Source: an optimization exercise on an open RTL-to-GDS flow (aim: small area). Production flows keep margins and buffers that such runs may drop. In this exercise RTL edits were held to simulation tests only and were not proved equivalent to the original. No activity file was given, so power comes from the tool's default toggle rates.

==> flow/design.v <==
package fi_pkg;
  localparam int FI_MODE_W = 2;
  localparam logic [FI_MODE_W-1:0] FI_FLIP   = 2'd0;
  localparam logic [FI_MODE_W-1:0] FI_SA0    = 2'd1;
  localparam logic [FI_MODE_W-1:0] FI_SA1    = 2'd2;
  localparam logic [FI_MODE_W-1:0] FI_DISARM = 2'd3;
endpackage
import fi_pkg::*;
module fi_channel
#(
  parameter int DATA_W = 32,
  parameter int CNT_W  = 32
) (
  input  logic              clk,
  input  logic              rst,
  input  logic              i_we,
  input  logic              i_load,
  input  logic              i_clr,
  input  logic              i_set,
  input  logic              i_inf,
  input  logic [DATA_W-1:0] i_mask,
  input  logic [CNT_W-1:0]  i_start,
  input  logic [CNT_W-1:0]  i_stop,
  input  logic [CNT_W-1:0]  i_cnt,
  input  logic [CNT_W-1:0]  i_cnt_inc,
  input  logic [DATA_W-1:0] i_data,
  output logic [CNT_W-1:0]  o_hits,
  output logic [DATA_W-1:0] o_data,
  output logic              o_apply,
  output logic              o_done
);
  logic              r_armed, r_active, r_inf, r_clr, r_set;
  logic [DATA_W-1:0] r_mask;
  logic [CNT_W-1:0]  r_start, r_stop;
  logic              w_last, w_clr, w_set, w_hit;
  logic [DATA_W-1:0] w_diff;
  assign o_apply = !rst && !i_load && (r_active || (r_armed && ~|(i_cnt ^ r_start)));
  assign w_last  = !r_inf && ~|(i_cnt_inc ^ r_stop);
  assign o_done  = o_apply && w_last && !i_we;
  assign w_clr   = o_apply && r_clr;
  assign w_set   = o_apply && r_set;
  for (genvar i = 0; i < DATA_W; i++) begin : g_bit
    assign o_data[i] = i_data[i] ? !(rst || (r_mask[i] && w_clr)) : (r_mask[i] && w_set);
    assign w_diff[i] = r_mask[i] && (i_data[i] ? r_clr : r_set);
  end
  assign w_hit = |w_diff;
  always_ff @(posedge clk) begin
    if (i_we) begin
      r_clr   <= i_clr;
      r_set   <= i_set;
      r_inf   <= i_inf;
      r_mask  <= i_mask;
      r_start <= i_start;
      r_stop  <= i_stop;
    end
    if (rst) begin
      r_armed  <= 1'b0;
      r_active <= 1'b0;
    end else if (i_we) begin
      r_armed  <= i_load;
      r_active <= 1'b0;
    end else if (o_apply) begin
      r_armed  <= 1'b0;
      r_active <= !w_last;
    end
  end
  logic [CNT_W-1:0] r_hits, w_t;
  logic [CNT_W:0]   w_pre;
  logic             w_inc;
  assign w_pre[0] = 1'b1;
  for (genvar i = 0; i < CNT_W; i++) begin : g_hit
    assign w_pre[i+1] = w_pre[i] && r_hits[i];
    assign w_t[i]     = w_inc && w_pre[i];
  end
  assign w_inc = o_apply && w_hit && !w_pre[CNT_W];
  always_ff @(posedge clk) r_hits <= (rst || i_we) ? '0 : r_hits ^ w_t;
  assign o_hits = r_hits;
endmodule
import fi_pkg::*;
module fi_inject_ctrl
#(
  parameter int DATA_W = 32,
  parameter int NUM_CH = 4,
  parameter int CNT_W  = 16
) (
  input  logic                                      dla_core_clk,
  input  logic                                      dla_core_rst,
  input  logic [NUM_CH*DATA_W-1:0]                  data_in,
  output logic [NUM_CH*DATA_W-1:0]                  data_out,
  input  logic                                      cfg_we,
  input  logic [(NUM_CH > 1 ? $clog2(NUM_CH) : 1)-1:0] cfg_ch,
  input  logic [FI_MODE_W-1:0]                      cfg_mode,
  input  logic [DATA_W-1:0]                         cfg_mask,
  input  logic [CNT_W-1:0]                          cfg_start,
  input  logic [CNT_W-1:0]                          cfg_dur,
  output logic [CNT_W-1:0]                          cycle_cnt,
  output logic [NUM_CH-1:0]                         inj_active,
  output logic [NUM_CH-1:0]                         inj_done
  ,
  output logic [NUM_CH*CNT_W-1:0]                   hit_cnt
);
  logic [CNT_W-1:0]         r_cnt, w_cnt_inc, w_stop;
  logic [CNT_W:0]           w_ct;
  logic [CNT_W/4:0]         w_bc;
  logic [NUM_CH*DATA_W-1:0] r_data_out, w_data_nxt;
  logic                     w_load, w_clr, w_set, w_inf;
  assign w_ct[0] = 1'b1;
  for (genvar i = 0; i < CNT_W; i++) begin : g_cnt
    assign w_ct[i+1]    = w_ct[i] && r_cnt[i];
    assign w_cnt_inc[i] = r_cnt[i] ^ w_ct[i];
  end
  always_ff @(posedge dla_core_clk) begin
    r_cnt      <= dla_core_rst ? '0 : w_cnt_inc;
    r_data_out <= w_data_nxt;
  end
  assign cycle_cnt = r_cnt;
  assign data_out  = r_data_out;
  assign w_load = cfg_mode != FI_DISARM;
  assign w_clr  = cfg_mode == FI_FLIP || cfg_mode == FI_SA0;
  assign w_set  = cfg_mode == FI_FLIP || cfg_mode == FI_SA1;
  assign w_inf  = cfg_dur == '0;
  assign w_bc[0] = 1'b0;
  for (genvar b = 0; b < CNT_W / 4; b++) begin : g_stop
    logic [4:0] w_c, w_p;
    logic [3:0] w_s;
    assign w_c[0] = 1'b0;
    assign w_p[0] = w_bc[b];
    for (genvar i = 0; i < 4; i++) begin : g_bit
      assign w_s[i]          = cfg_start[4*b+i] ^ cfg_dur[4*b+i] ^ w_c[i];
      assign w_c[i+1]        = (cfg_start[4*b+i] & cfg_dur[4*b+i]) | (w_c[i] & (cfg_start[4*b+i] ^ cfg_dur[4*b+i]));
      assign w_stop[4*b+i]   = w_s[i] ^ w_p[i];
      assign w_p[i+1]        = w_p[i] & w_s[i];
    end
    assign w_bc[b+1] = w_c[4] | w_p[4];
  end
  for (genvar k = 0; k < NUM_CH; k++) begin : g_ch
    logic w_we;
    assign w_we = cfg_we && int'(cfg_ch) == k;
    fi_channel #(.DATA_W(DATA_W), .CNT_W(CNT_W)) u_ch (
      .clk       (dla_core_clk),
      .rst       (dla_core_rst),
      .i_we      (w_we),
      .i_load    (w_we && w_load),
      .i_clr     (w_clr),
      .i_set     (w_set),
      .i_inf     (w_inf),
      .i_mask    (cfg_mask),
      .i_start   (cfg_start),
      .i_stop    (w_stop),
      .i_cnt     (r_cnt),
      .i_cnt_inc (w_cnt_inc),
      .i_data    (data_in[k*DATA_W +: DATA_W]),
      .o_hits    (hit_cnt[k*CNT_W +: CNT_W]),
      .o_data    (w_data_nxt[k*DATA_W +: DATA_W]),
      .o_apply   (inj_active[k]),
      .o_done    (inj_done[k])
    );
  end
endmodule
==> flow/flow/run.sh <==
#!/bin/bash
set -euo pipefail
cd "$(dirname "$0")/.."
W=$(pwd)
R=$W/orfs/results/$FLOW_PLATFORM/fi_inject_ctrl/base
export BUFFER_PORTS_ARGS="-buffer_cell sky130_fd_sc_hd__buf_1"
export CTS_ARGS="-sink_clustering_enable -repair_clock_nets -dont_use_dummy_load -buf_list {sky130_fd_sc_hd__clkbuf_8} -sink_clustering_size 16 -sink_clustering_max_diameter 50"
bash standard.sh synth > standard_synth.log 2>&1
cp $R/1_2_yosys.v $W/standard_1_2_yosys.v
export REMAP_LIB=$FLOW_HOME/platforms/$FLOW_PLATFORM/lib/sky130_fd_sc_hd__tt_025C_1v80.lib
export REMAP_NETLIST=$W/standard_1_2_yosys.v
export REMAP_TOP=$FLOW_TOP
export REMAP_SCRIPT=$W/flow/remap.abc
export REMAP_OUT=$W/remap_1_2_yosys.v
export REMAP_STAT=$W/remap_stat.txt
export REMAP_SEQ="$(grep -oE 'sky130_fd_sc_hd__(df|edf|sdf|sedf|dl)[a-z0-9_]*' $REMAP_NETLIST | sort -u | tr '\n' ' ')"
export REMAP_DONT_USE="$(grep -oE -- '-dont_use [^ ]+' $W/orfs/logs/$FLOW_PLATFORM/fi_inject_ctrl/base/1_2_yosys.log | sort -u | tr '\n' ' ')"
"${YOSYS_EXE:-$FLOW_HOME/../tools/install/yosys/bin/yosys}" -c $W/flow/remap.tcl > remap_yosys.log 2>&1
cp $REMAP_OUT $R/1_2_yosys.v
bash standard.sh > standard_flow.log 2>&1
==> flow/flow/remap.abc <==
&get -n
&st
&dch
&nf -R 1000
&put
&get -n
&st
&dch
&nf -R 1000
&put
==> flow/flow/remap.tcl <==
# Re-map the combinational logic of the standard synthesis netlist for area.
# Registers are kept as they are (same instances, names and cells); only the
# logic between them is re-optimised by ABC and mapped again to the library.
set lib $::env(REMAP_LIB)
set netlist $::env(REMAP_NETLIST)
yosys read_liberty -ignore_miss_func -overwrite $lib
yosys read_verilog $netlist
yosys hierarchy -top $::env(REMAP_TOP)
# Keep every sequential cell as a black-box instance.
foreach m [split [string trim $::env(REMAP_SEQ)] " "] {
  if {$m ne ""} { yosys setattr -mod -set keep_hierarchy 1 $m }
}
yosys flatten
# Hide the wires flattening names after the cells' pins, so ports keep their names.
yosys rename -hide w:*.*
yosys opt_clean -purge
yosys abc -liberty $lib {*}$::env(REMAP_DONT_USE) -script $::env(REMAP_SCRIPT)
yosys opt_clean -purge
yosys hilomap -singleton -hicell sky130_fd_sc_hd__conb_1 HI -locell sky130_fd_sc_hd__conb_1 LO
yosys insbuf -buf sky130_fd_sc_hd__buf_4 A X
yosys splitnets
yosys opt_clean -purge
yosys select $::env(REMAP_TOP)
yosys tee -o $::env(REMAP_STAT) stat -liberty $lib
yosys write_verilog -noattr -nohex -nodec -selected $::env(REMAP_OUT)
==> flow/standard.sh <==
#!/bin/bash
# synth_recipe.tcl (not shown) runs the flow's synth.tcl, then flattens the netlist and writes it again
# the make line also repeats each setting of config.mk as NAME=value (left out here)
make -C /OpenROAD-flow-scripts/flow DESIGN_CONFIG=/design/flow/config.mk WORK_HOME=/design/flow/orfs CLKGATE_MAP_FILE= SYNTH_SCRIPT=/design/flow/synth_recipe.tcl "${@:-finish}"
==> flow/config.mk <==
export PLATFORM = sky130hd
export DESIGN_NAME = fi_inject_ctrl
export DESIGN_NICKNAME = fi_inject_ctrl
export VERILOG_FILES = /design/flow/design.v
export SDC_FILE = /design/flow/constraint.sdc
export NUM_CORES = 4
export LEC_CHECK = 0
export CAP_MARGIN = 20
export CORE_MARGIN = 2
export CORE_UTILIZATION = 60
export PLACE_DENSITY = 0.7
export SLEW_MARGIN = 20
==> flow/constraint.sdc <==
create_clock -name core_clock -period 6.0 [get_ports {dla_core_clk}]
set_input_delay 1.2000 -clock core_clock [delete_from_list [all_inputs] [get_ports {dla_core_clk}]]
set_output_delay 1.2000 -clock core_clock [all_outputs]
set_load 0.01 [all_outputs]
==> results of run 1 <==
## path summary, 6_finish.rpt
kind / cells after the start / startpoint / slack, ns / endpoint
max: 17 / r_cnt[11]$_SDFF_PP0_ / 0.23 / inj_done[1]
min: 2 / g_ch[1].u_ch.r_hits[15]$_SDFF_PP0_ / 0.48 / g_ch[1].u_ch.r_hits[15]$_SDFF_PP0_
max reg2reg: 17 / r_cnt[8]$_SDFF_PP0_ / 0.77 / g_ch[2].u_ch.r_hits[11]$_SDFF_PP0_
min reg2reg: 2 / g_ch[1].u_ch.r_hits[15]$_SDFF_PP0_ / 0.48 / g_ch[1].u_ch.r_hits[15]$_SDFF_PP0_
## metal layers
metal  track usage (%)  share of wire, %  vias to the layer above
met5                 0             0.048                        -
met4              20.2               6.0                        4
met3              6.69               9.1                      179
met2              56.7                48                      874
met1              42.9                37                     7656
li1                  -                 -                     7423
## flip-flops by register name (all words and copies together) (netlist names)
register            count
g_ch.u_ch.r_mask      128
r_data_out            128
g_ch.u_ch.r_hits       64
g_ch.u_ch.r_start      64
g_ch.u_ch.r_stop       64
r_cnt                  16
g_ch.u_ch.r_active      4
g_ch.u_ch.r_armed       4
g_ch.u_ch.r_clr         4
g_ch.u_ch.r_inf         4
g_ch.u_ch.r_set         4
## tightest hold or removal path: cells and delay by family, from the launching register on
kind	cells	cell delay, ns
AOI/OAI and AO/OA	1	0.05
buffers and inverters	1	0.05
DFF	1	0.34
## where the power goes
| group | internal, W | switching (W) | total [W] |
|---|---|---|---|
| clock network | 0.000641 | 0.00101 | 0.00165 |
| registers | 0.00367 | 0.0000831 | 0.00376 |
| logic | 0.000187 | 0.000377 | 0.000564 |
| total | 0.00450 | 0.00147 | 0.00597 |
## through the flow
step                hold slack (ns)  utilization, %  total power (W)  worst slack, ns
floorplan                     0.463               -          0.00408           0.0875
global placement              0.457            67.9          0.00437            0.564
detailed placement            0.468            67.9          0.00438            0.483
CTS                           0.483            69.8          0.00597           0.0803
global route                  0.509            70.0          0.00615           0.0127
finish                        0.481            70.1          0.00597            0.228
## cell type report
cell class | count | area [um^2] | area share [%]
Tap cell | 442 | 553 | 2.44
Sequential cell | 484 | 12400 | 54.5
Inverter | 103 | 387 | 1.70
Antenna cell | 10 | 25.0 | 0.110
Timing Repair Buffer | 442 | 1770 | 7.79
Multi-Input combinational cell | 1111 | 6990 | 30.8
Clock buffer | 43 | 592 | 2.61
## what timing repair did
action / CTS / global route
gates resized for setup: 3 / 15
setup buffers: 0 / 1
endpoints found under the setup margin: 3 / 4
==> results.toml, run 1 <==
[outcome]
run_status = "complete, no violations"

[floorplanning]
initial_core_util_pct = 60.7
ioPinCount = 415
floorplan.die.height_um = 185
die_width_um = 185
placement_rows = 66
die-area_um2 = 34200
core_region_area_um2 = 32400

[drt]
final_antenna_net_count = 0
detailroute.via_count = 16136
post_drt_wl_per_cell_um = 22.9
drc_errors = 0
totalWireLength_um = 60300
via_per_instance_ratio = 6.12
firstDrtPassIters = 8
initialDrtViolationCount = 1754

[yosys]
synthesized_netlist_cell_count = 1700
synth_nets = 1899
synth.avg_cell_area_um2 = 11.6
ys.warnings.count = 2
synth_area_um2 = 19700

[sta]
timing.clock.skew_ns = 0.0433
finalSetupTns_ns = 0
layout_worst_path_cycle_share_pct = 96.2
period_minus_slack_ns = 5.77
grt_setup_unrepaired = "no"
finalSetupViolCount = 0
achievable-frequency_ghz = 0.173
max-slew-margin-rel_pct = 31.5
timing_max_transition_violations_final = 0
worst-slew-pin-transition_ns = 1.03
hold_viol = 0

[setup_path]
cp-end-kind = "output pin"
worstPathCellList = "clkinv_1 > a221o_1 > a2111oi_0 > nand4_1 > a2111oi_2 > nor2_1 > a21oi_2 > nand3_1 > a21oi_1 > o21ai_0 > nor3_1 > o21ai_0 > a21oi_1 > nand4_1 > nor3_2 > nor2b_1 > buf_1"
worst-path-buf-inv = 2
cpPeakStageDelay_ns = 0.50
setup_cp_type = "reg -> out"
critPathRequiredTime_ns = 4.80
crit_slowest_cell = "sky130_fd_sc_hd__dfxtp_1"
worstSetupStartpointType = "register"
cp_data_arrival_time_ns = 4.57
worst_path_dominant_cell_family = "compound AO/OA/AOI/OAI gates"
crit_path_max_fanout = 6

[global_route]
via_count_of_the_first_global_routing_pass = 14989
grt_start_max_net_pins = 76
gr-total-overflow = 0
grt_first_pass_wirelength_um = 87300
grt.total_usage_pct = 34.6
grt_antenna_before_repair = 9

[place]
number_of_cells_in_the_design_after_placement = 2581
place.port_buffers = 414
placed_cell_area_um2 = 22000
gp_routability_congestion = 0.964
hpwlAfterDp_um = 44800

[worst_hold_path]
hp-class = "reg -> reg"

[clock_network]
cts.reportedPaths.clkPinSlew_ns = 0.09
hold_buffers = 0
cts_buffers = 43
clk-insertion-delay-late_ns = 0.60
cts_root_buf = "sky130_fd_sc_hd__clkbuf_8"
tritoncts_num_sinks = 484
tritoncts = "yes"
cts_max_path_buffers = 3
cts.htree.levels = 2

[pwr]
powerDensity_nw_per_um2 = 263
power.ir.vdd_worst_uv = 189
leakagePower_nw = 7.51

[layout]
syn_to_final_growth_pct = 15.4
final_net_count = 2384
layout-drive-gt1-share_pct = 4.08
finish.cell_count_without_fillers = 2635
leading_cell_type_in_the_layout_fill_and_taps_excluded = "sky130_fd_sc_hd__buf_1"
fillers = 2530
layout_common_cells = "sky130_fd_sc_hd__buf_1, sky130_fd_sc_hd__edfxtp_1, sky130_fd_sc_hd__dfxtp_1"
post-route-cell-area_um2 = 22700

[run]
cap_viol_max_count = 0
==> run 2, diff against run 1 <==
--- a/flow/config.mk
+++ b/flow/config.mk
@@ -9,4 +9,4 @@
 export CORE_MARGIN = 2
-export CORE_UTILIZATION = 60
-export PLACE_DENSITY = 0.7
+export CORE_UTILIZATION = 70
+export PLACE_DENSITY = 0.78
 export SLEW_MARGIN = 20
==> run 2 against run 1 <==
Synthesized cell count unchanged; die area shrank 14%; register-to-register slack got worse by 0.47 ns; sequential power about the same; hold slack lost 0.0019 ns; critical endpoint is now inj_done[2]; largest power group unchanged; sequential share of layout area rose by 0.39 points.
==> results.toml, run 2 <==
[outcome]
run_status = "complete, no violations"

[run]
cap_viol_max_count = 0

[pwr]
leakagePower_nw = 7.49
power_frac_comb_pct = 9.7
powerDensity_nw_per_um2 = 263
internal_power_w = 0.00445
power_switching_share_pct = 25.0
clockPowerShare_pct = 26.8
power.ir.vdd_worst_uv = 259
switching_power_w = 0.00148
share_seq_of_total_power_pct = 63.5

[place]
gp_routability_congestion = 0.971
number_of_cells_in_the_design_after_placement = 2520
placed_cell_area_um2 = 21900
place.port_buffers = 414
hpwlAfterDp_um = 45600

[global_route]
grt_antenna_before_repair = 6
grt.total_usage_pct = 41.1
globalRouteMet3Util_pct = 7.73
globalRouteMet2Util_pct = 66.6
grt_first_pass_wirelength_um = 89500
via_count_of_the_first_global_routing_pass = 15615
gr-total-overflow = 0
grt_busiest_layer = "met2"
grt_start_max_net_pins = 93
use_met1_pct = 51.0

[floorplanning]
floorplan.die.height_um = 172
core_region_area_um2 = 27700
initial_core_util_pct = 71.0
placement_rows = 61
ioPinCount = 415
die-area_um2 = 29400
die_width_um = 172

[yosys]
synth.avg_cell_area_um2 = 11.6
ys.warnings.count = 2
synthesized_netlist_cell_count = 1700
synth_nets = 1899
synth_area_um2 = 19700

[layout]
post-route-cell-area_um2 = 22500
fillers = 1745
finish.cell_count_without_fillers = 2563
final_net_count = 2382
syn_to_final_growth_pct = 14.6
biggestRegsByFlops = "g_ch.u_ch.r_mask (128), r_data_out (128)"
layout_common_cells = "sky130_fd_sc_hd__buf_1, sky130_fd_sc_hd__edfxtp_1, sky130_fd_sc_hd__dfxtp_1"
layout-drive-gt1-share_pct = 3.76
leading_cell_type_in_the_layout_fill_and_taps_excluded = "sky130_fd_sc_hd__buf_1"
finalCoreUtilization_pct = 81.3

[setup_path]
cpPeakStageDelay_ns = 0.47
cp-end-kind = "output pin"
worst-path-buf-inv = 2
cp_common_cell = "sky130_fd_sc_hd__o21ai_0"
crit_slowest_cell = "sky130_fd_sc_hd__dfxtp_1"
worst_path_dominant_cell_family = "compound AO/OA/AOI/OAI gates"
critPathRequiredTime_ns = 4.80
cp_data_arrival_time_ns = 4.63
worstPathCellList = "clkinv_1 > a221oi_1 > nand4_1 > nor4_1 > a31oi_1 > a21oi_2 > o21ai_0 > a211oi_1 > o21ai_0 > a221oi_1 > o21ai_0 > a21oi_1 > o21ai_0 > nor3_1 > buf_1"
reg2reg_setup_slack_ns = 0.30
crit_path_max_fanout = 6
worstSetupStartpointType = "register"
setup_cp_type = "reg -> out"

[sta]
layout_worst_path_cycle_share_pct = 97.1
finalSetupViolCount = 0
max-slew-margin-rel_pct = 28.0
timing.clock.skew_ns = 0.0353
timing_max_transition_violations_final = 0
grt_setup_unrepaired = "yes"
achievable-frequency_ghz = 0.172
hold_ws_ns = 0.479
period_minus_slack_ns = 5.83
worst-slew-pin-transition_ns = 1.08
hold_viol = 0

[clock_network]
cts_buffers = 39
cts_root_buf = "sky130_fd_sc_hd__clkbuf_8"
cts_max_path_buffers = 3
tritoncts = "yes"
clk-insertion-delay-late_ns = 0.59
hold_buffers = 0
tritoncts_num_sinks = 484
post_cts.repair.setup_buffers = 0
cts.reportedPaths.clkPinSlew_ns = 0.10
cts.htree.levels = 2

[drt]
via_per_instance_ratio = 6.65
totalWireLength_um = 62800
detailroute.via_count = 17037
drc_errors = 0
initialDrtViolationCount = 2792
firstDrtPassIters = 7
post_drt_wl_per_cell_um = 24.5
final_antenna_net_count = 0

[worst_hold_path]
hp-class = "reg -> reg"
## run 2: changes by cell type in the layout (fill, tap and decap cells not counted), sizes merged
cell and delta:
buf +2, clkbuf -4, diode -6
## run 2: what timing repair did
action,CTS,global route
gates resized for setup,4,9
pin swaps,0,0
hold endpoints to repair,0,0
endpoints found under the setup margin,2,6
gates cloned,0,0
## run 2: per-stage QoR
stage	setup slack, ns	setup TNS (ns)	power, W
after global routing	-0.123	-0.216	0.00607
final	0.172	0	0.00593
after floorplan	0.0875	0	0.00408
after CTS	0.00399	0	0.00588
after detailed placement	0.242	0	0.00438
after global placement	0.589	0	0.00436
## run 2: tightest hold or removal path, delay by kind of cell, from the launching register on
family,cells,cell delay [ns]
buffers and inverters,1,0.06
flip-flops,1,0.34
AO/OA/AOI/OAI,1,0.05
## run 2: layer usage
metal  vias to the layer above  routed length, um
li1                       7413                  -
met3                       314               7330
met2                      1417              29500
met4                         4               4720
met1                      7889              21300
met5                         -                 27
## run 2: worst paths after layout
kind | startpoint | cells after the start | endpoint
max reg2reg | r_cnt[8]$_SDFF_PP0_ | 18 | g_ch[2].u_ch.r_hits[11]$_SDFF_PP0_
max | r_cnt[8]$_SDFF_PP0_ | 15 | inj_done[2]
min | g_ch[0].u_ch.r_hits[15]$_SDFF_PP0_ | 2 | g_ch[0].u_ch.r_hits[15]$_SDFF_PP0_
min reg2reg | g_ch[0].u_ch.r_hits[15]$_SDFF_PP0_ | 2 | g_ch[0].u_ch.r_hits[15]$_SDFF_PP0_
## run 2: power by group through the flow
stage	Sequential [W]	Combinational, W	Clock, W
2_1_floorplan	0.00383	0.000250	0
5_1_grt	0.00377	0.000610	0.00168
3_3_place_gp	0.00383	0.000537	0
3_5_place_dp	0.00383	0.000552	0
6_report	0.00376	0.000575	0.00159
4_1_cts	0.00376	0.000555	0.00157
## run 2: area by class of cell
type | count | area (um^2) | share of cell area (%)
antenna | 4 | 10.0 | 0.0444
clock buffer | 39 | 537 | 2.38
inverter | 103 | 387 | 1.72
multi-input combinational | 1111 | 6960 | 30.9
sequential | 484 | 12400 | 54.9
tap | 378 | 473 | 2.10
timing repair buffer | 444 | 1780 | 7.92
==> run 3, diff against run 2 <==
==> flow/flow/remap.abc (replaced) <==
&get -n
&st
&dch
&nf -R 1000
&put
&get -n
&st
&dch
&nf -R 1000
&put
&get -n
&st
&dch
&nf -R 1000
&put
&get -n
&st
&dch
&nf -R 1000
&put
==> run 3 against run 2 <==
Clock power hardly changed; wire length is 1.4% lower; largest power group unchanged; global-route usage is 0.80 points higher; design area is 0.86% lower; sequential share of layout area is 0.48 points higher; critical path depth is 2 higher; non-clock buffer count is 9 lower.
==> results.toml, run 3 <==
[outcome]
run_status = "complete, no violations"

[global_route]
grt_antenna_before_repair = 10
grt_first_pass_wirelength_um = 91100
gr-total-overflow = 0
grt.total_usage_pct = 41.9
grt_start_max_net_pins = 90
via_count_of_the_first_global_routing_pass = 15813

[clock_network]
clk-insertion-delay-late_ns = 0.59
cts_root_buf = "sky130_fd_sc_hd__clkbuf_8"
cts.htree.levels = 2
post_cts.repair.setup_buffers = 0
cts_max_path_buffers = 3
tritoncts_num_sinks = 484
cts.reportedPaths.clkPinSlew_ns = 0.09
tritoncts = "yes"
cts_buffers = 39

[drt]
totalWireLength_um = 61900
final_antenna_net_count = 0
initialDrtViolationCount = 2881
post_drt_wl_per_cell_um = 24.4
drc_errors = 0
via_per_instance_ratio = 6.57
firstDrtPassIters = 8
detailroute.via_count = 16680

[place]
gp_routability_congestion = 1.01
place.port_buffers = 414
hpwlAfterDp_um = 45200

[yosys]
ys.warnings.count = 2
synth_area_um2 = 19500
synth_nets = 1880
synthesized_netlist_cell_count = 1681
synth.avg_cell_area_um2 = 11.6

[layout]
syn_to_final_growth_pct = 14.4
layout-drive-gt1-share_pct = 3.48
final_net_count = 2354
multiInputGateArea_um2 = 6990
finalCoreUtilization_pct = 80.8
layout_common_cells = "sky130_fd_sc_hd__buf_1, sky130_fd_sc_hd__edfxtp_1, sky130_fd_sc_hd__dfxtp_1"
leading_cell_type_in_the_layout_fill_and_taps_excluded = "sky130_fd_sc_hd__buf_1"
layout.area.seq_um2 = 12400
fillers = 1789
biggestRegsByFlops = "g_ch.u_ch.r_mask (128), r_data_out (128)"

[pwr]
switching_power_w = 0.00145
powerDensity_nw_per_um2 = 264
leakagePower_nw = 7.46
power_switching_share_pct = 24.7
internal_power_w = 0.00444
power.ir.vdd_worst_uv = 232
power_frac_comb_pct = 9.5
clockPowerShare_pct = 26.7
share_seq_of_total_power_pct = 63.8

[floorplanning]
die_width_um = 171
die-area_um2 = 29200
core_region_area_um2 = 27600
floorplan.die.height_um = 171
placement_rows = 61
initial_core_util_pct = 70.6
ioPinCount = 415

[sta]
finalSetupViolCount = 0
layout_worst_path_cycle_share_pct = 95.2
hold_viol = 0
timing_max_transition_violations_final = 0
timing.clock.skew_ns = 0.0502
finalSetupTns_ns = 0
worst-slew-pin-transition_ns = 1.03
achievable-frequency_ghz = 0.175
period_minus_slack_ns = 5.71
max-slew-margin-rel_pct = 31.2

[setup_path]
crit_path_max_fanout = 6
cp_data_arrival_time_ns = 4.51
critPathRequiredTime_ns = 4.80
cp-end-kind = "output pin"
setup_cp_type = "reg -> out"
worstSetupStartpointType = "register"
reg2reg_depth = 15

[run]
cap_viol_max_count = 0

[worst_hold_path]
hp-class = "reg -> reg"
worst_hold_path.num_cells = 2
==> run 3: power by group through the flow <==
| stage | Clock (W) | Combinational [W] | Sequential, W |
|---|---|---|---|
| finish | 0.00157 | 0.000561 | 0.00376 |
| global route | 0.00169 | 0.000599 | 0.00377 |
| CTS | 0.00157 | 0.000544 | 0.00375 |
| detailed placement | 0 | 0.000540 | 0.00383 |
| global placement | 0 | 0.000526 | 0.00383 |
| floorplan | 0 | 0.000246 | 0.00383 |
==> run 3: layout make-up <==
| cell class | count | share of cell area, % |
|---|---|---|
| Sequential cell | 484 | 55.4 |
| Clock buffer | 39 | 2.40 |
| Inverter | 58 | 0.992 |
| Tap cell | 378 | 2.12 |
| Timing Repair Buffer | 435 | 7.68 |
| Antenna cell | 7 | 0.0784 |
| Multi-Input combinational cell | 1137 | 31.3 |
==> run 3: worst paths after layout <==
| check | startpoint | end | slack (ns) |
|---|---|---|---|
| worst max-delay path | r_cnt[1]$_SDFF_PP0_ | inj_done[3] | 0.29 |
| worst max register to register | r_cnt[11]$_SDFF_PP0_ | g_ch[0].u_ch.r_hits[11]$_SDFF_PP0_ | 0.77 |
| worst min-delay path | g_ch[0].u_ch.r_hits[15]$_SDFF_PP0_ | g_ch[0].u_ch.r_hits[15]$_SDFF_PP0_ | 0.50 |
| worst min register to register | g_ch[0].u_ch.r_hits[15]$_SDFF_PP0_ | g_ch[0].u_ch.r_hits[15]$_SDFF_PP0_ | 0.50 |
==> run 3: metal layers <==
metal | vias to the layer above | track usage, % | wire length [um] | part of all wire, %
met3 | 305 | 10.8 | 7290 | 12
met1 | 7805 | 49.8 | 20900 | 34
met2 | 1271 | 67.7 | 28800 | 47
met4 | 4 | 27.6 | 4940 | 8.0
met5 | - | 0 | 23 | 0.037
li1 | 7295 | - | - | -
==> run 3: through the flow <==
stage               instances  worst slack [ns]  area (um^2)  power (W)  hold WS (ns)
finish                   2538             0.290        22300    0.00589         0.501
global route             2536          -0.00452        22300    0.00606         0.537
CTS                      2531            0.0417        22300    0.00587         0.502
detailed placement       2492             0.573        21700    0.00437         0.487
global placement         2492             0.732        21700    0.00435         0.471
floorplan                1681             0.265        19500    0.00408         0.463
==> run 3: worst max-delay path, stage by stage, from the launching register on <==
cell	delay, ns
sky130_fd_sc_hd__dfxtp_2	0.43
sky130_fd_sc_hd__clkinvlp_4	0.21
sky130_fd_sc_hd__nor3_4	0.21
sky130_fd_sc_hd__and3_1	0.25
sky130_fd_sc_hd__nand2_1	0.10
sky130_fd_sc_hd__nor2_1	0.20
sky130_fd_sc_hd__nand2_1	0.17
sky130_fd_sc_hd__nor3_4	0.22
sky130_fd_sc_hd__nand2_1	0.17
sky130_fd_sc_hd__nor2_4	0.21
sky130_fd_sc_hd__nand2_1	0.10
sky130_fd_sc_hd__xor2_1	0.25
sky130_fd_sc_hd__a2111oi_2	0.41
sky130_fd_sc_hd__o21ai_0	0.19
sky130_fd_sc_hd__a211oi_1	0.26
sky130_fd_sc_hd__o211ai_1	0.21
sky130_fd_sc_hd__nor2_1	0.18
sky130_fd_sc_hd__buf_1	0.17
==> run 3: repair_timing <==
action | CTS | global route
hold buffers | 0 | 0
setup endpoints to repair | 2 | 4
gates resized for setup | 1 | 14
==> run 4, diff against run 3 <==
--- a/flow/config.mk
+++ b/flow/config.mk
@@ -7,3 +7,3 @@
 export LEC_CHECK = 0
-export CAP_MARGIN = 20
+export CAP_MARGIN = 5
 export CORE_MARGIN = 2
@@ -11,2 +11,2 @@
 export PLACE_DENSITY = 0.78
-export SLEW_MARGIN = 20
+export SLEW_MARGIN = 5
==> run 4 against run 3 <==
Critical endpoint unchanged; via count hardly changed; area after synthesis stayed put; fmax is 0.26% higher; still clean on timing, DRC and antenna; clock power hardly changed; sequential power hardly changed; highest routed layer unchanged; hold slack hardly changed; first-iteration DRC count hardly changed; non-clock buffer count stayed put; combinational power hardly changed.
==> results.toml, run 4 <==
[worst_hold_path]
hp-class = "reg -> reg"
worst_hold_path.endpoint = "g_ch[0].u_ch.r_hits[15]$_SDFF_PP0_"
min-delay-start = "g_ch[0].u_ch.r_hits[15]$_SDFF_PP0_"
worst_hold_path.num_cells = 2

[global_route]
via_count_of_the_first_global_routing_pass = 15813
grt_antenna_before_repair = 10
gr-total-overflow = 0
grt.total_usage_pct = 41.9
grt_first_pass_wirelength_um = 91100
grt_start_max_net_pins = 90

[sta]
finalSetupViolCount = 0
hold_viol = 0
period_minus_slack_ns = 5.69
layout_setup_ws_ns = 0.305
timing.clock.skew_ns = 0.0481
hold_ws_ns = 0.501
layout_worst_path_cycle_share_pct = 94.9
timing_max_transition_violations_final = 0
max-slew-margin-rel_pct = 31.7
achievable-frequency_ghz = 0.176
worst-slew-pin-transition_ns = 1.02

[clock_network]
tritoncts_num_sinks = 484
cts.reportedPaths.clkPinSlew_ns = 0.09
cts_buffers = 39
cts.htree.levels = 2
post_cts.repair.setup_buffers = 0
clk-insertion-delay-late_ns = 0.59
cts_root_buf = "sky130_fd_sc_hd__clkbuf_8"
cts_max_path_buffers = 3
tritoncts = "yes"

[setup_path]
worst_path_dominant_cell_family = "simple AND/OR/NAND/NOR gates"
crit_path_max_fanout = 6
critPathRequiredTime_ns = 4.80
cp_common_cell = "sky130_fd_sc_hd__nand2_1"
regToRegStartpoint = "r_cnt[11]$_SDFF_PP0_"
cp-end-kind = "output pin"
crit_slowest_cell = "sky130_fd_sc_hd__dfxtp_2"
cp_data_arrival_time_ns = 4.49
timing.rr.end = "g_ch[0].u_ch.r_hits[11]$_SDFF_PP0_"
reg2reg_depth = 15
worstPathCellList = "clkinvlp_4 > nor3_4 > and3_1 > nand2_1 > nor2_1 > nand2_1 > nor3_4 > nand2_1 > nor2_4 > nand2_1 > xor2_1 > a2111oi_2 > o21ai_0 > a211oi_1 > o211ai_1 > nor2_1 > buf_1"
worst-path-buf-inv = 2
cpPeakStageDelay_ns = 0.43
setup_cp_type = "reg -> out"
worst_setup_path_startpoint = "r_cnt[1]$_SDFF_PP0_"
worstSetupStartpointType = "register"
reg2reg_setup_slack_ns = 0.78

[yosys]
synth_nets = 1880
synth.avg_cell_area_um2 = 11.6
synthesized_netlist_cell_count = 1681
synth_area_um2 = 19500
ys.warnings.count = 2

[place]
dpl_worst_slack_ns = 0.573
place.port_buffers = 414
gp_routability_congestion = 1.01
hpwlAfterDp_um = 45200

[pwr]
power.ir.vdd_worst_uv = 232
leakagePower_nw = 7.46
powerDensity_nw_per_um2 = 264

[floorplanning]
die-area_um2 = 29200
floorplan.die.height_um = 171
core_region_area_um2 = 27600
initial_core_util_pct = 70.6
die_width_um = 171
placement_rows = 61
ioPinCount = 415

[layout]
layout-drive-gt1-share_pct = 3.48
biggestRegsByFlops = "g_ch.u_ch.r_mask (128), r_data_out (128)"
leading_cell_type_in_the_layout_fill_and_taps_excluded = "sky130_fd_sc_hd__buf_1"
layout_common_cells = "sky130_fd_sc_hd__buf_1, sky130_fd_sc_hd__edfxtp_1, sky130_fd_sc_hd__dfxtp_1"
fillers = 1789
syn_to_final_growth_pct = 14.4
final_net_count = 2354

[drt]
totalWireLength_um = 61900
detailroute.via_count = 16669
post_drt_wl_per_cell_um = 24.4
initialDrtViolationCount = 2879
via_per_instance_ratio = 6.57
final_antenna_net_count = 0
drc_errors = 0
firstDrtPassIters = 7

[outcome]
run_status = "complete, no violations"

[run]
cap_viol_max_count = 0
run 4: through the flow:
| stage | TNS [ns] | total power, W | cell area (um^2) | instances | utilization (%) |
|---|---|---|---|---|---|
| after CTS | 0 | 0.00587 | 22300 | 2531 | 80.6 |
| final | 0 | 0.00590 | 22300 | 2539 | 80.8 |
| after floorplan | 0 | 0.00408 | 19500 | 1681 | - |
| after global placement | 0 | 0.00435 | 21700 | 2492 | 78.6 |
| after detailed placement | 0 | 0.00437 | 21700 | 2492 | 78.6 |
| after global routing | -0.00452 | 0.00606 | 22300 | 2536 | 80.8 |
run 4: area by class of cell:
type | count | area (um^2) | share of cell area (%)
antenna | 8 | 20.0 | 0.0897
clock buffer | 39 | 537 | 2.40
inverter | 58 | 221 | 0.992
multi-input combinational | 1137 | 6990 | 31.3
sequential | 484 | 12400 | 55.4
tap | 378 | 473 | 2.12
timing repair buffer | 435 | 1720 | 7.68
run 4: worst max path at each step:
stage                                              endpoint  slack (ns)  depth (start not counted)
after floorplan           g_ch[0].u_ch.r_hits[7]$_SDFF_PP0_        0.27                         12
after global placement                          inj_done[3]        0.73                         17
after detailed placement                        inj_done[3]        0.57                         17
after CTS                                       inj_done[3]        0.04                         17
after global routing                            inj_done[3]      -0.005                         17
final                                           inj_done[3]        0.31                         17
run 4: where the power goes:
group / internal (W) / switching (W)
Combinational: 0.000182 / 0.000378
Clock: 0.000585 / 0.000991
Sequential: 0.00367 / 0.0000876
Total: 0.00444 / 0.00146
run 4: metal layers:
layer	vias to the layer above	routed length [um]	track usage, %
li1	7289	-	-
met5	-	11	0
met4	2	4820	27.6
met2	1284	28900	67.7
met1	7798	20900	49.8
met3	296	7260	10.8
run 4: repair_timing:
item | 4_1_cts | 5_1_grt
hold buffers | 0 | 0
hold endpoints to repair | 0 | 0
gates resized for setup | 1 | 14
endpoints found under the setup margin | 2 | 4
run 4: worst register-to-register path, cell delays in order (launching register included):
cell,delay (ns)
sky130_fd_sc_hd__dfxtp_1,0.41
sky130_fd_sc_hd__clkinv_1,0.33
sky130_fd_sc_hd__a222oi_1,0.43
sky130_fd_sc_hd__nand2_1,0.10
sky130_fd_sc_hd__nor4_1,0.33
sky130_fd_sc_hd__a41oi_1,0.27
sky130_fd_sc_hd__a21oi_1,0.48
sky130_fd_sc_hd__nand2_1,0.11
sky130_fd_sc_hd__buf_4,0.26
sky130_fd_sc_hd__o21ai_0,0.76
sky130_fd_sc_hd__a21boi_0,0.51
sky130_fd_sc_hd__nor3b_1,0.40
sky130_fd_sc_hd__and2_0,0.29
sky130_fd_sc_hd__and3_1,0.21
sky130_fd_sc_hd__nor2_1,0.05
sky130_fd_sc_hd__a211oi_1,0.19
==> run 5, diff against run 4 <==
--- a/flow/flow/run.sh
+++ b/flow/flow/run.sh
@@ -6,3 +6,3 @@
 export BUFFER_PORTS_ARGS="-buffer_cell sky130_fd_sc_hd__buf_1"
-export CTS_ARGS="-sink_clustering_enable -repair_clock_nets -dont_use_dummy_load -buf_list {sky130_fd_sc_hd__clkbuf_8} -sink_clustering_size 16 -sink_clustering_max_diameter 50"
+export CTS_ARGS="-sink_clustering_enable -repair_clock_nets -dont_use_dummy_load -buf_list {sky130_fd_sc_hd__clkbuf_8} -sink_clustering_size 18 -sink_clustering_max_diameter 55"
 bash standard.sh synth > standard_synth.log 2>&1
--- a/flow/config.mk
+++ b/flow/config.mk
@@ -7,3 +7,3 @@
 export LEC_CHECK = 0
-export CAP_MARGIN = 5
+export CAP_MARGIN = 20
 export CORE_MARGIN = 2
@@ -11,2 +11,2 @@
 export PLACE_DENSITY = 0.78
-export SLEW_MARGIN = 5
+export SLEW_MARGIN = 20
==> run 5 against run 4 <==
Largest cell class unchanged; wire length is 0.34% lower; utilization is 0.12 points lower; first-iteration DRC count is 6.7% lower; still clean on timing, DRC and antenna.
==> results.toml, run 5 <==
[global_route]
grt.total_usage_pct = 41.6
grt_first_pass_wirelength_um = 90100
grt_start_max_net_pins = 90
grt_antenna_before_repair = 11
via_count_of_the_first_global_routing_pass = 15632
gr-total-overflow = 0

[worst_hold_path]
worst_hold_path.num_cells = 2
hp-class = "reg -> reg"

[clock_network]
cts_resized = 1
tritoncts_num_sinks = 484
tritoncts = "yes"
cts.reportedPaths.clkPinSlew_ns = 0.09
cts_root_buf = "sky130_fd_sc_hd__clkbuf_8"
post_cts.repair.setup_buffers = 0
cts.htree.levels = 2
cts_max_path_buffers = 3
hold_buffers = 0
cts_buffers = 36
clk-insertion-delay-late_ns = 0.59

[setup_path]
worst_path_dominant_cell_family = "compound AO/OA/AOI/OAI gates"
crit_slowest_cell = "sky130_fd_sc_hd__nor4bb_1"
worstPathCellList = "clkinv_1 > a221oi_1 > o211ai_1 > nor4_1 > nor4bb_1 > nor2_1 > a21oi_1 > nand4_1 > a21oi_1 > o2111ai_1 > a2111oi_0 > o2111ai_1 > nor2_1 > buf_1"
cp.depth = 14
cp-end-kind = "output pin"
cp_data_arrival_time_ns = 4.59
worst-path-buf-inv = 2
critPathRequiredTime_ns = 4.80
cpPeakStageDelay_ns = 0.52
reg2reg_depth = 15
crit_path_max_fanout = 8
setup_cp_type = "reg -> out"
worstSetupStartpointType = "register"
reg2reg_setup_slack_ns = 0.79

[floorplanning]
die-area_um2 = 29200
die_width_um = 171
floorplan.die.height_um = 171
ioPinCount = 415
core_region_area_um2 = 27600
initial_core_util_pct = 70.6
placement_rows = 61

[sta]
finalSetupViolCount = 0
achievable-frequency_ghz = 0.173
worst-slew-pin-transition_ns = 1.03
timing_max_transition_violations_final = 0
finalSetupTns_ns = 0
layout_worst_path_cycle_share_pct = 96.5
hold_viol = 0
timing.clock.skew_ns = 0.0497
period_minus_slack_ns = 5.79
max-slew-margin-rel_pct = 31.4

[drt]
totalWireLength_um = 61700
drc_errors = 0
final_antenna_net_count = 0
detailroute.via_count = 16609
via_per_instance_ratio = 6.54
initialDrtViolationCount = 2686
firstDrtPassIters = 9
post_drt_wl_per_cell_um = 24.3

[layout]
biggestRegsByFlops = "g_ch.u_ch.r_mask (128), r_data_out (128)"
leading_cell_type_in_the_layout_fill_and_taps_excluded = "sky130_fd_sc_hd__buf_1"
post-route-cell-area_um2 = 22300
final_net_count = 2351
fillers = 1808
multiInputGateArea_um2 = 6990
syn_to_final_growth_pct = 14.2
layout-drive-gt1-share_pct = 3.30
layout.area.seq_um2 = 12400
layout_common_cells = "sky130_fd_sc_hd__buf_1, sky130_fd_sc_hd__edfxtp_1, sky130_fd_sc_hd__dfxtp_1"

[place]
place.port_buffers = 414
placed_cell_area_um2 = 21700
hpwlAfterDp_um = 45200
gp_routability_congestion = 1.01

[yosys]
synth_area_um2 = 19500
synth_nets = 1880
synth.avg_cell_area_um2 = 11.6
synthesized_netlist_cell_count = 1681
ys.warnings.count = 2

[run]
cap_viol_max_count = 0

[pwr]
powerDensity_nw_per_um2 = 262
leakagePower_nw = 7.44
power.ir.vdd_worst_uv = 222

[outcome]
run_status = "complete, no violations"
run 5: tightest hold or removal path, stage by stage (launching register included):
cell and delay (ns):
sky130_fd_sc_hd__dfxtp_1 0.35, sky130_fd_sc_hd__clkinv_1 0.06, sky130_fd_sc_hd__a21oi_1 0.05
run 5: area by class of cell:
class,instances,share of cell area (%)
antenna,13,0.146
clock buffer,36,2.22
inverter,58,0.993
multi-input combinational,1137,31.3
sequential,484,55.5
tap,378,2.12
timing repair buffer,435,7.69
run 5: worst paths after layout:
kind,start,to
setup / recovery,r_cnt[11]$_SDFF_PP0_,inj_done[1]
hold / removal,g_ch[0].u_ch.r_hits[15]$_SDFF_PP0_,g_ch[0].u_ch.r_hits[15]$_SDFF_PP0_
setup reg to reg,r_cnt[11]$_SDFF_PP0_,g_ch[0].u_ch.r_hits[11]$_SDFF_PP0_
hold reg to reg,g_ch[0].u_ch.r_hits[15]$_SDFF_PP0_,g_ch[0].u_ch.r_hits[15]$_SDFF_PP0_
run 5: through the flow:
stage | setup WS (ns) | util [%] | power [W] | hold WS (ns) | std cells
after CTS | 0.0631 | 80.4 | 0.00581 | 0.501 | 2528
after global routing | -0.0106 | 80.6 | 0.00599 | 0.516 | 2533
after detailed placement | 0.573 | 78.6 | 0.00437 | 0.487 | 2492
after floorplan | 0.265 | - | 0.00408 | 0.463 | 1681
after global placement | 0.732 | 78.6 | 0.00435 | 0.471 | 2492
final | 0.212 | 80.7 | 0.00584 | 0.500 | 2541
run 5: per-layer routing:
| layer | GRT usage [%] | routed length (um) | up-vias |
|---|---|---|---|
| li1 | - | - | 7317 |
| met1 | 49.5 | 20700 | 7772 |
| met2 | 67.8 | 29200 | 1236 |
| met3 | 10.0 | 7120 | 280 |
| met4 | 27.3 | 4600 | 4 |
| met5 | 0 | 48 | - |
run 5: where the power goes:
| part | internal (W) | switching (W) | total (W) |
|---|---|---|---|
| Sequential | 0.00367 | 0.0000877 | 0.00376 |
| Combinational | 0.000182 | 0.000376 | 0.000559 |
| Clock | 0.000542 | 0.000976 | 0.00152 |
| Total | 0.00440 | 0.00144 | 0.00584 |
==> run 6, diff against run 5 <==
==> flow/flow/run.sh (replaced) <==
#!/bin/bash
set -euo pipefail
cd "$(dirname "$0")/.."
W=$(pwd)
R=$W/orfs/results/$FLOW_PLATFORM/fi_inject_ctrl/base
export BUFFER_PORTS_ARGS="-buffer_cell sky130_fd_sc_hd__buf_1"
export CTS_ARGS="-sink_clustering_enable -repair_clock_nets -dont_use_dummy_load -buf_list {sky130_fd_sc_hd__clkbuf_8} -sink_clustering_size 16 -sink_clustering_max_diameter 50"
bash standard.sh synth > standard_synth.log 2>&1
cp $R/1_2_yosys.v $W/standard_1_2_yosys.v
export REMAP_LIB=$FLOW_HOME/platforms/$FLOW_PLATFORM/lib/sky130_fd_sc_hd__tt_025C_1v80.lib
export REMAP_NETLIST=$W/standard_1_2_yosys.v
export REMAP_TOP=$FLOW_TOP
export REMAP_SEQ="$(grep -oE 'sky130_fd_sc_hd__(df|edf|sdf|sedf|dl)[a-z0-9_]*' $REMAP_NETLIST | sort -u | tr '\n' ' ')"
export REMAP_DONT_USE="$(grep -oE -- '-dont_use [^ ]+' $W/orfs/logs/$FLOW_PLATFORM/fi_inject_ctrl/base/1_2_yosys.log | sort -u | tr '\n' ' ')"
YOSYS="${YOSYS_EXE:-$FLOW_HOME/../tools/install/yosys/bin/yosys}"
# Three ABC recipes (remap_a/b/c.abc); keep the netlist with the least cell area.
best=""; best_area=""
for r in a b c; do
  export REMAP_SCRIPT=$W/flow/remap_$r.abc
  export REMAP_OUT=$W/remap_${r}_1_2_yosys.v
  export REMAP_STAT=$W/remap_${r}_stat.txt
  "$YOSYS" -c $W/flow/remap.tcl > remap_${r}_yosys.log 2>&1
  area=$(grep "Chip area" $REMAP_STAT | awk '{print $NF}')
  echo "remap $r: $area" >> remap_choice.log
  if [[ -z "$best" ]] || awk -v a="$area" -v b="$best_area" 'BEGIN{exit !(a<b)}'; then best=$r; best_area=$area; fi
done
echo "chosen: $best ($best_area)" >> remap_choice.log
cp $W/remap_${best}_1_2_yosys.v $R/1_2_yosys.v
bash standard.sh > standard_flow.log 2>&1
==> flow/flow/remap_a.abc (new file) <==
&get -n
&st
&dch
&nf -R 1000
&put
&get -n
&st
&dch
&nf -R 1000
&put
&get -n
&st
&dch
&nf -R 1000
&put
&get -n
&st
&dch
&nf -R 1000
&put
==> flow/flow/remap_b.abc (new file) <==
&get -n
&st
&dch -f
&nf -R 2000 -a
&put
&get -n
&st
&dch -f
&nf -R 2000 -a
&put
&get -n
&st
&dch -f
&nf -R 2000 -a
&put
&get -n
&st
&dch -f
&nf -R 2000 -a
&put
==> flow/flow/remap_c.abc (new file) <==
&get -n
&st
&dch
&nf -R 1000
&put
&get -n
&st
&dch
&nf -R 1000
&put
removed: flow/flow/remap.abc
==> run 6 against run 5 <==
Still clean; combinational power about the same; global-route usage up 0.28 points; flip-flop and latch count unchanged; critical path depth up 3; clock-buffer cell count up 3; design area up 0.14%; area after synthesis unchanged; utilization up 0.11 points; first-iteration DRC count up 7.3%; critical path type unchanged; highest routed layer unchanged.
==> results.toml, run 6 <==
[worst_hold_path]
min-delay-start = "g_ch[0].u_ch.r_hits[15]$_SDFF_PP0_"
worst_hold_path.endpoint = "g_ch[0].u_ch.r_hits[15]$_SDFF_PP0_"
worst_hold_path.num_cells = 2
hp-class = "reg -> reg"

[setup_path]
crit_path_max_fanout = 6
cp_data_arrival_time_ns = 4.51
cp_common_cell = "sky130_fd_sc_hd__nand2_1"
reg2reg_depth = 15
worst-path-buf-inv = 2
critPathRequiredTime_ns = 4.80
cp-end-kind = "output pin"
timing.rr.end = "g_ch[0].u_ch.r_hits[11]$_SDFF_PP0_"
reg2reg_setup_slack_ns = 0.77
cpPeakStageDelay_ns = 0.43
worstSetupStartpointType = "register"
setup_cp_type = "reg -> out"
worstPathCellList = "clkinvlp_4 > nor3_4 > and3_1 > nand2_1 > nor2_1 > nand2_1 > nor3_4 > nand2_1 > nor2_4 > nand2_1 > xor2_1 > a2111oi_2 > o21ai_0 > a211oi_1 > o211ai_1 > nor2_1 > buf_1"
regToRegStartpoint = "r_cnt[11]$_SDFF_PP0_"
worst_path_dominant_cell_family = "simple AND/OR/NAND/NOR gates"
crit_slowest_cell = "sky130_fd_sc_hd__dfxtp_2"

[sta]
hold_viol = 0
timing.clock.skew_ns = 0.0502
achievable-frequency_ghz = 0.175
period_minus_slack_ns = 5.71
max-slew-margin-rel_pct = 31.2
layout_setup_ws_ns = 0.290
timing_max_transition_violations_final = 0
worst-slew-pin-transition_ns = 1.03
finalSetupViolCount = 0
layout_worst_path_cycle_share_pct = 95.2

[floorplanning]
die-area_um2 = 29200
die_width_um = 171
initial_core_util_pct = 70.6
placement_rows = 61
ioPinCount = 415
core_region_area_um2 = 27600
floorplan.die.height_um = 171

[global_route]
grt_first_pass_wirelength_um = 91100
grt.total_usage_pct = 41.9
via_count_of_the_first_global_routing_pass = 15813
grt_start_max_net_pins = 90
grt_antenna_before_repair = 10
gr-total-overflow = 0

[clock_network]
tritoncts_num_sinks = 484
cts_root_buf = "sky130_fd_sc_hd__clkbuf_8"
cts_max_path_buffers = 3
hold_buffers = 0
cts.htree.levels = 2
clk-insertion-delay-late_ns = 0.59
cts_buffers = 39
cts.reportedPaths.clkPinSlew_ns = 0.09
tritoncts = "yes"
post_cts.repair.setup_buffers = 0

[outcome]
run_status = "complete, no violations"

[place]
dpl_worst_slack_ns = 0.573
hpwlAfterDp_um = 45200
number_of_cells_in_the_design_after_placement = 2492
gp_routability_congestion = 1.01
place.port_buffers = 414

[drt]
drc_errors = 0
final_antenna_net_count = 0
detailroute.via_count = 16680
initialDrtViolationCount = 2881
firstDrtPassIters = 8
totalWireLength_um = 61900
via_per_instance_ratio = 6.57
post_drt_wl_per_cell_um = 24.4

[layout]
syn_to_final_growth_pct = 14.4
leading_cell_type_in_the_layout_fill_and_taps_excluded = "sky130_fd_sc_hd__buf_1"
finish.cell_count_without_fillers = 2538
layout_common_cells = "sky130_fd_sc_hd__buf_1, sky130_fd_sc_hd__edfxtp_1, sky130_fd_sc_hd__dfxtp_1"
fillers = 1789
final_net_count = 2354
biggestRegsByFlops = "g_ch.u_ch.r_mask (128), r_data_out (128)"
layout-drive-gt1-share_pct = 3.48
layout.area.seq_um2 = 12400
multiInputGateArea_um2 = 6990

[yosys]
synth_nets = 1880
ys.warnings.count = 2
synth_area_um2 = 19500
synthesized_netlist_cell_count = 1681
synth.avg_cell_area_um2 = 11.6

[pwr]
power.ir.vdd_worst_uv = 232
leakagePower_nw = 7.46
powerDensity_nw_per_um2 = 264

[run]
cap_viol_max_count = 0
run 6: routing by layer:
layer / GRT usage, % / routed length [um]
met3: 10.8 / 7290
met2: 67.7 / 28800
met4: 27.6 / 4940
met1: 49.8 / 20900
met5: 0 / 23
run 6: worst register-to-register path, delay by kind of cell (launching register included):
kind,cells,cell delay [ns]
DFF,1,0.41
buffers and inverters,2,0.60
AOI/OAI and AO/OA,6,2.63
and+or+nand+nor,7,1.50
run 6: where the power goes:
group | internal [W] | leakage [nW] | total, W | switching (W)
logic | 0.000182 | 2.94 | 0.000561 | 0.000378
clock network | 0.000585 | 0.280 | 0.00157 | 0.000988
registers | 0.00367 | 4.23 | 0.00376 | 0.0000876
total | 0.00444 | 7.46 | 0.00589 | 0.00145
run 6: layout make-up:
class / count / area share [%]
Clock buffer: 39 / 2.40
Tap cell: 378 / 2.12
Inverter: 58 / 0.992
Multi-Input combinational cell: 1137 / 31.3
Timing Repair Buffer: 435 / 7.68
Sequential cell: 484 / 55.4
Antenna cell: 7 / 0.0784
run 6: repair_timing:
action,CTS,global route
cloned,0,0
endpoints found under the hold margin,0,0
resized for setup,1,14
setup endpoints to repair,2,4
run 6: worst max-delay path by stage:
stage,start,cells past startpoint,to,slack [ns]
finish,r_cnt[1]$_SDFF_PP0_,17,inj_done[3],0.29
global route,r_cnt[1]$_SDFF_PP0_,17,inj_done[3],-0.005
CTS,r_cnt[1]$_SDFF_PP0_,17,inj_done[3],0.04
detailed placement,r_cnt[1]$_SDFF_PP0_,17,inj_done[3],0.57
global placement,r_cnt[1]$_SDFF_PP0_,17,inj_done[3],0.73
floorplan,cfg_we,12,g_ch[0].u_ch.r_hits[7]$_SDFF_PP0_,0.27
run 6: stage by stage:
stage	total power [W]	hold WS, ns	util (%)	setup TNS, ns	area (um^2)
floorplan	0.00408	0.463	-	0	19500
global placement	0.00435	0.471	78.6	0	21700
detailed placement	0.00437	0.487	78.6	0	21700
CTS	0.00587	0.502	80.6	0	22300
global route	0.00606	0.537	80.8	-0.00452	22300
finish	0.00589	0.501	80.8	0	22300
==> run 7, diff against run 6 <==
--- a/flow/config.mk
+++ b/flow/config.mk
@@ -9,4 +9,4 @@
 export CORE_MARGIN = 2
-export CORE_UTILIZATION = 70
-export PLACE_DENSITY = 0.78
+export CORE_UTILIZATION = 72
+export PLACE_DENSITY = 0.8
 export SLEW_MARGIN = 20
==> run 7 against run 6 <==
Global-route usage up 0.53 points; critical path depth unchanged; wire length up 0.62%; still clean; highest routed layer unchanged; worst setup slack worse by 0.084 ns; design area down 0.16%.
==> results.toml, run 7 <==
[floorplanning]
initial_core_util_pct = 72.8
die_width_um = 169
core_region_area_um2 = 26800
floorplan.die.height_um = 169
ioPinCount = 415
die-area_um2 = 28400
placement_rows = 60

[yosys]
ys.warnings.count = 2
synthesized_netlist_cell_count = 1681
synth.avg_cell_area_um2 = 11.6
synth_nets = 1880
synth_area_um2 = 19500

[pwr]
leakagePower_nw = 7.45
power.ir.vdd_worst_uv = 310
powerDensity_nw_per_um2 = 265

[sta]
finalSetupViolCount = 0
period_minus_slack_ns = 5.79
timing.clock.skew_ns = 0.0538
achievable-frequency_ghz = 0.173
worst-slew-pin-transition_ns = 1.03
hold_viol = 0
finalSetupTns_ns = 0
timing_max_transition_violations_final = 0
layout_setup_ws_ns = 0.206
hold_ws_ns = 0.506
layout_worst_path_cycle_share_pct = 96.6
grt_setup_unrepaired = "yes"
max-slew-margin-rel_pct = 31.1

[global_route]
grt_first_pass_wirelength_um = 89900
grt.total_usage_pct = 42.4
grt_start_max_net_pins = 71
grt_antenna_before_repair = 12
via_count_of_the_first_global_routing_pass = 15671
gr-total-overflow = 0
grt_busiest_layer = "met2"
globalRouteMet2Util_pct = 70.0
globalRouteMet3Util_pct = 9.56
use_met1_pct = 50.7

[setup_path]
cp_data_arrival_time_ns = 4.59
cp-end-kind = "output pin"
timing.rr.end = "g_ch[2].u_ch.r_hits[11]$_SDFF_PP0_"
regToRegStartpoint = "r_cnt[8]$_SDFF_PP0_"
worstSetupStartpointType = "register"
setup_cp_type = "reg -> out"
reg2reg_depth = 17
crit_path_max_fanout = 6
critPathRequiredTime_ns = 4.80
reg2reg_setup_slack_ns = 0.80

[drt]
post_drt_wl_per_cell_um = 24.8
firstDrtPassIters = 10
detailroute.via_count = 16893
via_per_instance_ratio = 6.73
totalWireLength_um = 62300
drc_errors = 0
initialDrtViolationCount = 2808
final_antenna_net_count = 0

[clock_network]
cts.reportedPaths.clkPinSlew_ns = 0.09
cts_root_buf = "sky130_fd_sc_hd__clkbuf_8"
clk-insertion-delay-late_ns = 0.59
cts.htree.levels = 2
tritoncts = "yes"
cts_max_path_buffers = 3
cts_buffers = 40
tritoncts_num_sinks = 484

[place]
place.port_buffers = 414
dpl_worst_slack_ns = 0.450
gp_routability_congestion = 0.986
number_of_cells_in_the_design_after_placement = 2456
hpwlAfterDp_um = 45900
placed_cell_area_um2 = 21700

[layout]
layout-drive-gt1-share_pct = 3.43
syn_to_final_growth_pct = 14.2
biggestRegsByFlops = "g_ch.u_ch.r_mask (128), r_data_out (128)"
layout_common_cells = "sky130_fd_sc_hd__buf_1, sky130_fd_sc_hd__edfxtp_1, sky130_fd_sc_hd__dfxtp_1"
finish.cell_count_without_fillers = 2510
fillers = 1538
final_net_count = 2356
post-route-cell-area_um2 = 22300
leading_cell_type_in_the_layout_fill_and_taps_excluded = "sky130_fd_sc_hd__buf_1"

[run]
cap_viol_max_count = 0

[worst_hold_path]
worst_hold_path.endpoint = "g_ch[2].u_ch.r_hits[5]$_SDFF_PP0_"
min-delay-start = "g_ch[2].u_ch.r_hits[5]$_SDFF_PP0_"
hp-class = "reg -> reg"
worst_hold_path.num_cells = 1

[outcome]
run_status = "complete, no violations"
[run 7: layout make-up]
cell class / instances / area (um^2) / area share [%]
clock buffers: 40 / 551 / 2.47
repair buffers: 436 / 1720 / 7.73
multi-input cells: 1137 / 6970 / 31.2
diodes: 14 / 35.0 / 0.157
well taps: 341 / 427 / 1.91
inverters: 58 / 219 / 0.982
flip-flops and latches: 484 / 12400 / 55.5
[run 7: power breakdown]
part	internal [W]	switching, W	total, W
Sequential	0.00367	0.0000914	0.00376
Clock	0.000599	0.000987	0.00159
Combinational	0.000183	0.000377	0.000560
[run 7: through the flow]
step                      util, %  total power (W)
after CTS                    83.0          0.00587
after global placement       80.9          0.00435
after floorplan                 -          0.00408
final                        83.2          0.00591
after detailed placement     80.9          0.00437
after global routing         83.1          0.00604
[run 7: how the worst max path moves through the flow]
stage | from | cells after the start | slack, ns | end
3_5_place_dp | r_cnt[1]$_SDFF_PP0_ | 17 | 0.45 | inj_done[3]
3_3_place_gp | r_cnt[1]$_SDFF_PP0_ | 17 | 0.73 | inj_done[3]
6_report | r_cnt[2]$_SDFF_PP0_ | 17 | 0.21 | inj_done[3]
2_1_floorplan | cfg_we | 12 | 0.27 | g_ch[0].u_ch.r_hits[7]$_SDFF_PP0_
5_1_grt | r_cnt[2]$_SDFF_PP0_ | 16 | -0.12 | inj_done[2]
4_1_cts | r_cnt[1]$_SDFF_PP0_ | 17 | 0.07 | inj_done[3]
[run 7: worst max-delay path, stage by stage (launching register included)]
cell                        delay [ns]
sky130_fd_sc_hd__dfxtp_1          0.43
sky130_fd_sc_hd__clkinv_1         0.22
sky130_fd_sc_hd__nor3_4           0.28
sky130_fd_sc_hd__and3_1           0.25
sky130_fd_sc_hd__nand2_1          0.10
sky130_fd_sc_hd__nor2_1           0.24
sky130_fd_sc_hd__nand2_1          0.15
sky130_fd_sc_hd__nor3_2           0.22
sky130_fd_sc_hd__nand2_1          0.14
sky130_fd_sc_hd__nor2_2           0.22
sky130_fd_sc_hd__nand2_1          0.10
sky130_fd_sc_hd__xor2_1           0.24
sky130_fd_sc_hd__a2111oi_0        0.44
sky130_fd_sc_hd__o21ai_0          0.15
sky130_fd_sc_hd__a211oi_1         0.22
sky130_fd_sc_hd__o211ai_1         0.18
sky130_fd_sc_hd__nor2_1           0.23
sky130_fd_sc_hd__buf_1            0.18
[run 7: layer usage]
layer	part of all wire, %	vias up
li1	-	7332
met1	33	7880
met2	47	1390
met3	12	287
met4	7.6	4
met5	0.043	-
[run 7: timing repair]
item / CTS / global route
hold buffers: 0 / 0
setup endpoints to repair: 2 / 4
setup buffers: 0 / 0
resized for setup: 2 / 6

==> afterwards: timing with drivers on the ports <==
The results above use ideal ports. As a check the final layouts listed here were re-extracted and re-timed, cells and wires unchanged.
Step 1 assumes that a clkbuf_16 drives the clock port and a buf_2 every other input.
Step 2, shift: input delay + t, output delay - t, t = (earliest + latest rising clock arrival at the registers) / 2. This alone moves slack from input paths to output paths.
a / b / c = no drivers / after step 1 / after step 2; a / b = the first two.
run	shift t [ns]	setup WS [ns]	pins driven straight from the clock port
run 1	0.628	0.228 / 0.179 / 0.523	1
run 2	0.625	0.172 / 0.120 / 0.079	1
run 3	0.609	0.290 / 0.241 / 0.544	1
run 4	0.615	0.305 / 0.256 / 0.536	1
run 5	0.610	0.212 / 0.166 / 0.490	1
run 6	0.609	0.290 / 0.241 / 0.544	1
run 7	0.617	0.206 / 0.154 / 0.498	1
After both steps setup and hold are still met in every run listed. The setup slack of run 2, which loses most, moves by -0.052 ns with the drivers and by -0.093 ns with both steps.
